Background: an optimization exercise with open tools, aiming at small area and a short achievable clock period. Do not read the settings as production practice. Function was checked by simulation only, so behaviour that the tests miss may differ from the original. Power figures rest on the tool's default switching activity, not on a simulated workload.

==> flow/design.v <==
package erx_pkg;
    localparam int WRITE_BIT   = 0;
    localparam int DSTADDR_LSB = 8;
    localparam int DSTADDR_W   = 32;
    localparam int CHIPID_LSB  = 20;
    localparam int CHIPID_W    = 12;
    typedef enum logic [1:0] {
        CH_WRITE = 2'd0,
        CH_READ  = 2'd1,
        CH_RESP  = 2'd2
    } erx_type_e;
    function automatic int clog2(input int value);
        clog2 = 0;
        for (int i = 0; i < 31; i = i + 1) begin
            if ((1 << i) < value) clog2 = i + 1;
        end
    endfunction
endpackage
import erx_pkg::*;
module erx_chfifo
#(
    parameter int          PW    = 104,
    parameter int          DEPTH = 8,
    parameter int          WAIT_LEVEL = 6,
    parameter logic [PW-1:0] CMASK = '0,
    parameter logic [PW-1:0] CVAL  = '0
) (
    input  logic                           clk,
    input  logic                           nreset,
    input  logic                           push,
    input  logic [PW-1:0]                  din,
    input  logic                           wait_i,
    output logic [PW-1:0]                  dout,
    output logic                           valid,
    output logic                           full,
    output logic                           ovf,
    output logic                           accept,
    output logic                           near
);
    localparam int MD = DEPTH - 1;         
    logic          hv;                     
    logic [MD-1:0] cmt;                    
    logic [MD-1:0] wr_oh;                  
    logic [MD-1:0] rd_oh;                  
    logic [MD-1:0] wr_nf;                  
    logic [MD-1:0] wr_f;                   
    logic [MD:0]   hsel;                   
    logic [DEPTH:0] tn;                    
    logic          pop;
    logic          from_mem;
    logic          acc1;                   
    logic          to_mem1;                
    logic          hv_n0, hv_n1;
    logic [MD-1:0] cmt_n0, cmt_n1, cmt_up, cmt_dn;
    logic          near0, near1;
    logic [MD-1:0] rd_oh_n;
    logic [MD-1:0] wr_oh_n;
    logic          full_n;
    assign valid    = hv;
    assign full     = cmt[MD-1];
    assign pop      = hv && !wait_i;
    assign accept   = push && acc1;
    assign ovf      = push && !acc1;
    assign from_mem = pop && cmt[0];
    assign acc1     = !full || pop;
    assign to_mem1  = acc1 && hv && !(pop && !cmt[0]);
    assign cmt_up   = {cmt[MD-2:0], 1'b1};
    assign cmt_dn   = {1'b0, cmt[MD-1:1]};
    assign rd_oh_n  = from_mem ? {rd_oh[MD-2:0], rd_oh[MD-1]} : rd_oh;
    assign wr_oh_n  = (push && to_mem1) ? {wr_oh[MD-2:0], wr_oh[MD-1]} : wr_oh;
    assign hv_n0  = (hv && !pop) || from_mem;
    assign hv_n1  = hv_n0 || acc1;
    assign cmt_n0 = from_mem ? cmt_dn : cmt;
    assign cmt_n1 = (to_mem1 == from_mem) ? cmt : to_mem1 ? cmt_up : cmt_dn;
    assign tn    = {1'b0, cmt, hv};
    assign near0 = pop ? tn[WAIT_LEVEL] : tn[WAIT_LEVEL-1];
    assign near1 = (acc1 == pop) ? tn[WAIT_LEVEL-1] : acc1 ? tn[WAIT_LEVEL-2] : tn[WAIT_LEVEL];
    assign near  = push ? near1 : near0;
    assign full_n = push ? cmt_n1[MD-1] : cmt_n0[MD-1];
    always_ff @(posedge clk) begin
        if (!nreset) begin
            hv      <= 1'b0;
            cmt     <= '0;
            wr_oh   <= MD'(1);
            rd_oh   <= MD'(1);
            wr_nf   <= MD'(1);
            wr_f    <= '0;
            hsel    <= {1'b1, {MD{1'b0}}};
        end else begin
            hv      <= push ? hv_n1 : hv_n0;
            cmt     <= push ? cmt_n1 : cmt_n0;
            rd_oh   <= rd_oh_n;
            wr_oh   <= wr_oh_n;
            wr_nf   <= full_n ? '0 : wr_oh_n;
            wr_f    <= full_n ? wr_oh_n : '0;
            hsel    <= (push ? cmt_n1[0] : cmt_n0[0]) ? {1'b0, rd_oh_n} : {1'b1, {MD{1'b0}}};
        end
    end
    logic          load;
    logic          hold;
    logic [MD:0]   hs;
    assign load = !hv || !wait_i;
    assign hold = !load;
    assign hs   = {hsel[MD] & load, hsel[MD-1:0] & {MD{!wait_i}}};
    for (genvar b = 0; b < PW; b++) begin : g_bit
        if (CMASK[b]) begin : g_const
            assign dout[b] = CVAL[b];
        end else begin : g_store
            logic          h;
            logic [MD-1:0] m;
            logic          d;
            assign d = (din[b] & hs[MD]) | (|(m & hs[MD-1:0])) | (h & hold);
            always_ff @(posedge clk) h <= d;
            for (genvar j = 0; j < MD; j++) begin : g_slot
                always_ff @(posedge clk) begin
                    if (wr_nf[j] || (wr_f[j] && !wait_i)) m[j] <= din[b];
                end
            end
            assign dout[b] = h;
        end
    end
endmodule
import erx_pkg::*;
module erx_dispatch
#(
    parameter int          PW     = 104,
    parameter int          NCH    = 3,
    parameter int          DEPTH  = 8,
    parameter int          MODE   = 0,
    parameter int          ASHIFT = 20,
    parameter logic [11:0] ID     = 12'h800,
    parameter int          AFULL  = 2,
    parameter int          TOW    = 12
) (
    input  logic                clk,
    input  logic                nreset,
    input  logic                rx_access,
    input  logic [PW-1:0]       rx_packet,
    output logic                rx_wait,
    output logic [NCH-1:0]      ch_access,
    output logic [NCH*PW-1:0]   ch_packet,
    input  logic [NCH-1:0]      ch_wait,
    output logic [NCH-1:0]      overflow,
    output logic [15:0]         drop_count,
    output logic [NCH-1:0]      timeout,
    input  logic                clear
);
    localparam int IW         = ($clog2(NCH) < 1) ? 1 : $clog2(NCH);
    localparam int AW         = $clog2(DEPTH);
    localparam int WAIT_LEVEL = DEPTH - AFULL;
    localparam logic [TOW-1:0] TO_MAX = {TOW{1'b1}};
    localparam logic [TOW-1:0] TO_ARM = {{(TOW-1){1'b1}}, 1'b0};
    logic [IW-1:0]  sel;
    logic           sel_ok;
    logic [NCH-1:0] ch_push;
    logic [NCH-1:0] ch_full;
    logic [NCH-1:0] near_full;
    logic [NCH-1:0] ovf_set;
    logic [NCH-1:0] to_set;
    logic           drop;
    always_comb begin
        sel    = '0;
        sel_ok = 1'b0;
        if (MODE == 0) begin
            sel_ok = 1'b1;
            if (rx_packet[WRITE_BIT])
                sel = IW'(CH_WRITE);
            else if (rx_packet[DSTADDR_LSB + CHIPID_LSB +: CHIPID_W] == ID)
                sel = IW'(CH_RESP);
            else
                sel = IW'(CH_READ);
        end else begin
            sel    = rx_packet[DSTADDR_LSB + ASHIFT +: IW];
            sel_ok = (int'(sel) < NCH);
        end
    end
    function automatic logic [PW-1:0] const_mask(input int ch);
        const_mask = '0;
        if (MODE == 0) begin
            const_mask[WRITE_BIT] = 1'b1;
            if (ch == int'(CH_RESP))
                const_mask[DSTADDR_LSB + CHIPID_LSB +: CHIPID_W] = '1;
        end
    endfunction
    function automatic logic [PW-1:0] const_val(input int ch);
        const_val = '0;
        if (MODE == 0) begin
            const_val[WRITE_BIT] = (ch == int'(CH_WRITE));
            if (ch == int'(CH_RESP))
                const_val[DSTADDR_LSB + CHIPID_LSB +: CHIPID_W] = ID;
        end
    endfunction
    genvar k;
    for (k = 0; k < NCH; k++) begin : g_ch
        logic           stall;
        logic [TOW-1:0] stall_cnt;
        assign ch_push[k] = rx_access && sel_ok && (int'(sel) == k);
        erx_chfifo #(
            .PW    (PW),
            .DEPTH (DEPTH),
            .WAIT_LEVEL (WAIT_LEVEL),
            .CMASK (const_mask(k)),
            .CVAL  (const_val(k))
        ) u_fifo (
            .clk        (clk),
            .nreset     (nreset),
            .push       (ch_push[k]),
            .din        (rx_packet),
            .wait_i     (ch_wait[k]),
            .dout       (ch_packet[k*PW +: PW]),
            .valid      (ch_access[k]),
            .full       (ch_full[k]),
            .ovf        (ovf_set[k]),
            .accept     (),
            .near       (near_full[k])
        );
        assign stall     = ch_access[k] && ch_wait[k];
        assign to_set[k] = stall && (stall_cnt == TO_ARM);
        always_ff @(posedge clk) begin
            if (!nreset)
                stall_cnt <= '0;
            else if (!stall)
                stall_cnt <= '0;
            else if (stall_cnt != TO_MAX)
                stall_cnt <= stall_cnt + {{(TOW-1){1'b0}}, 1'b1};
        end
    end
    assign drop = (rx_access && !sel_ok) || (|ovf_set);
    logic [15:0] dc_inc;
    assign dc_inc = (drop_count == 16'hFFFF) ? drop_count : drop_count + 16'd1;
    always_ff @(posedge clk) begin
        if (!nreset) begin
            rx_wait    <= 1'b0;
            overflow   <= '0;
            timeout    <= '0;
            drop_count <= '0;
        end else begin
            rx_wait  <= |near_full;
            overflow <= (clear ? '0 : overflow) | ovf_set;
            timeout  <= (clear ? '0 : timeout) | to_set;
            if (drop)
                drop_count <= clear ? 16'd1 : dc_inc;
            else if (clear)
                drop_count <= '0;
        end
    end
endmodule
clock: 5.5 ns
lec_check: 0
cap_margin: 20
core_margin: 2
core_utilization: 60
cts_cluster_diameter: 100
cts_cluster_size: 30
setup_slack_margin: 3.0
slew_margin: 20
standard.sh (not shown) runs the stock make flow with config.mk's settings and CLKGATE_MAP_FILE= SYNTH_SCRIPT=/design/flow/synth_recipe.tcl, a recipe that flattens the netlist after the stock synthesis.
==> flow/flow/run.sh <==
#!/bin/bash
# Standard layout with two changes: the port buffers are plain sky130
# buffers (buf_2) rather than the delay-cell buffers buffer_ports picks by
# default, and the resizer may swap a cell for one of another footprint
# (MATCH_CELL_FOOTPRINT=0), so it can really upsize cells on slow paths.
set -euo pipefail
export BUFFER_PORTS_ARGS="-buffer_cell sky130_fd_sc_hd__buf_2"
bash standard.sh MATCH_CELL_FOOTPRINT=0 finish > standard.log 2>&1
Edit:
--- a/flow/design.v
+++ b/flow/design.v
@@ -43,6 +43,4 @@
     logic [MD-1:0] wr_oh;                  
     logic [MD-1:0] rd_oh;                  
-    logic [MD-1:0] wr_nf;                  
-    logic [MD-1:0] wr_f;                   
     logic [MD:0]   hsel;                   
     logic [DEPTH:0] tn;                    
@@ -55,6 +53,4 @@
     logic          near0, near1;
     logic [MD-1:0] rd_oh_n;
-    logic [MD-1:0] wr_oh_n;
-    logic          full_n;
     assign valid    = hv;
     assign full     = cmt[MD-1];
@@ -68,5 +64,4 @@
     assign cmt_dn   = {1'b0, cmt[MD-1:1]};
     assign rd_oh_n  = from_mem ? {rd_oh[MD-2:0], rd_oh[MD-1]} : rd_oh;
-    assign wr_oh_n  = (push && to_mem1) ? {wr_oh[MD-2:0], wr_oh[MD-1]} : wr_oh;
     assign hv_n0  = (hv && !pop) || from_mem;
     assign hv_n1  = hv_n0 || acc1;
@@ -77,5 +72,4 @@
     assign near1 = (acc1 == pop) ? tn[WAIT_LEVEL-1] : acc1 ? tn[WAIT_LEVEL-2] : tn[WAIT_LEVEL];
     assign near  = push ? near1 : near0;
-    assign full_n = push ? cmt_n1[MD-1] : cmt_n0[MD-1];
     always_ff @(posedge clk) begin
         if (!nreset) begin
@@ -84,6 +78,4 @@
             wr_oh   <= MD'(1);
             rd_oh   <= MD'(1);
-            wr_nf   <= MD'(1);
-            wr_f    <= '0;
             hsel    <= {1'b1, {MD{1'b0}}};
         end else begin
@@ -91,16 +83,10 @@
             cmt     <= push ? cmt_n1 : cmt_n0;
             rd_oh   <= rd_oh_n;
-            wr_oh   <= wr_oh_n;
-            wr_nf   <= full_n ? '0 : wr_oh_n;
-            wr_f    <= full_n ? wr_oh_n : '0;
+            if (push && to_mem1) wr_oh <= {wr_oh[MD-2:0], wr_oh[MD-1]};
             hsel    <= (push ? cmt_n1[0] : cmt_n0[0]) ? {1'b0, rd_oh_n} : {1'b1, {MD{1'b0}}};
         end
     end
-    logic          load;
-    logic          hold;
-    logic [MD:0]   hs;
+    logic load;
     assign load = !hv || !wait_i;
-    assign hold = !load;
-    assign hs   = {hsel[MD] & load, hsel[MD-1:0] & {MD{!wait_i}}};
     for (genvar b = 0; b < PW; b++) begin : g_bit
         if (CMASK[b]) begin : g_const
@@ -110,9 +96,11 @@
             logic [MD-1:0] m;
             logic          d;
-            assign d = (din[b] & hs[MD]) | (|(m & hs[MD-1:0])) | (h & hold);
-            always_ff @(posedge clk) h <= d;
+            assign d = (din[b] & hsel[MD]) | (|(m & hsel[MD-1:0]));
+            always_ff @(posedge clk) begin
+                if (load) h <= d;
+            end
             for (genvar j = 0; j < MD; j++) begin : g_slot
                 always_ff @(posedge clk) begin
-                    if (wr_nf[j] || (wr_f[j] && !wait_i)) m[j] <= din[b];
+                    if (wr_oh[j] && (!full || !wait_i)) m[j] <= din[b];
                 end
             end
After rerunning: Total power came out lower by 1.1%. Maximum frequency hardly moves. Setup slack improves by 0.0070 ns. Clock-buffer cell count went down by 42. Non-clock buffer count decreases by 43. Clock skew goes up by 0.012 ns.

[what the ideal ports hide]
The results above use ideal ports. As a check the final layouts listed here were re-extracted and re-timed, cells and wires unchanged. Step 1: set_driving_cell puts a clkbuf_16 on clk and a buf_2 on each other input, an assumption about the parent block. Step 2 moves the port delays by t, midway between the first and last clock arrival at a register: inputs arrive t later, outputs are due t later. That takes back most of the time a late clock gives input paths. Three values: no drivers, after step 1, after step 2; two values: the first two.
| run | t, ns | setup WS [ns] | worst register clock-pin slew, ns | worst data-port slew with drivers (ns) | cell pins on the clock port's net |
|---|---|---|---|---|---|
| the first run | 0.833 | 2.844 / 2.882 / 2.049 | 0.12 / 0.12 | 0.17 | 1 |
| the second run | 0.821 | 2.851 / 2.759 / 2.139 | 0.12 / 0.12 | 0.12 | 1 |
After both steps every run listed still meets setup and hold. The setup slack of the first run, which loses most, moves by +0.038 ns with the drivers and by -0.795 ns with both steps.
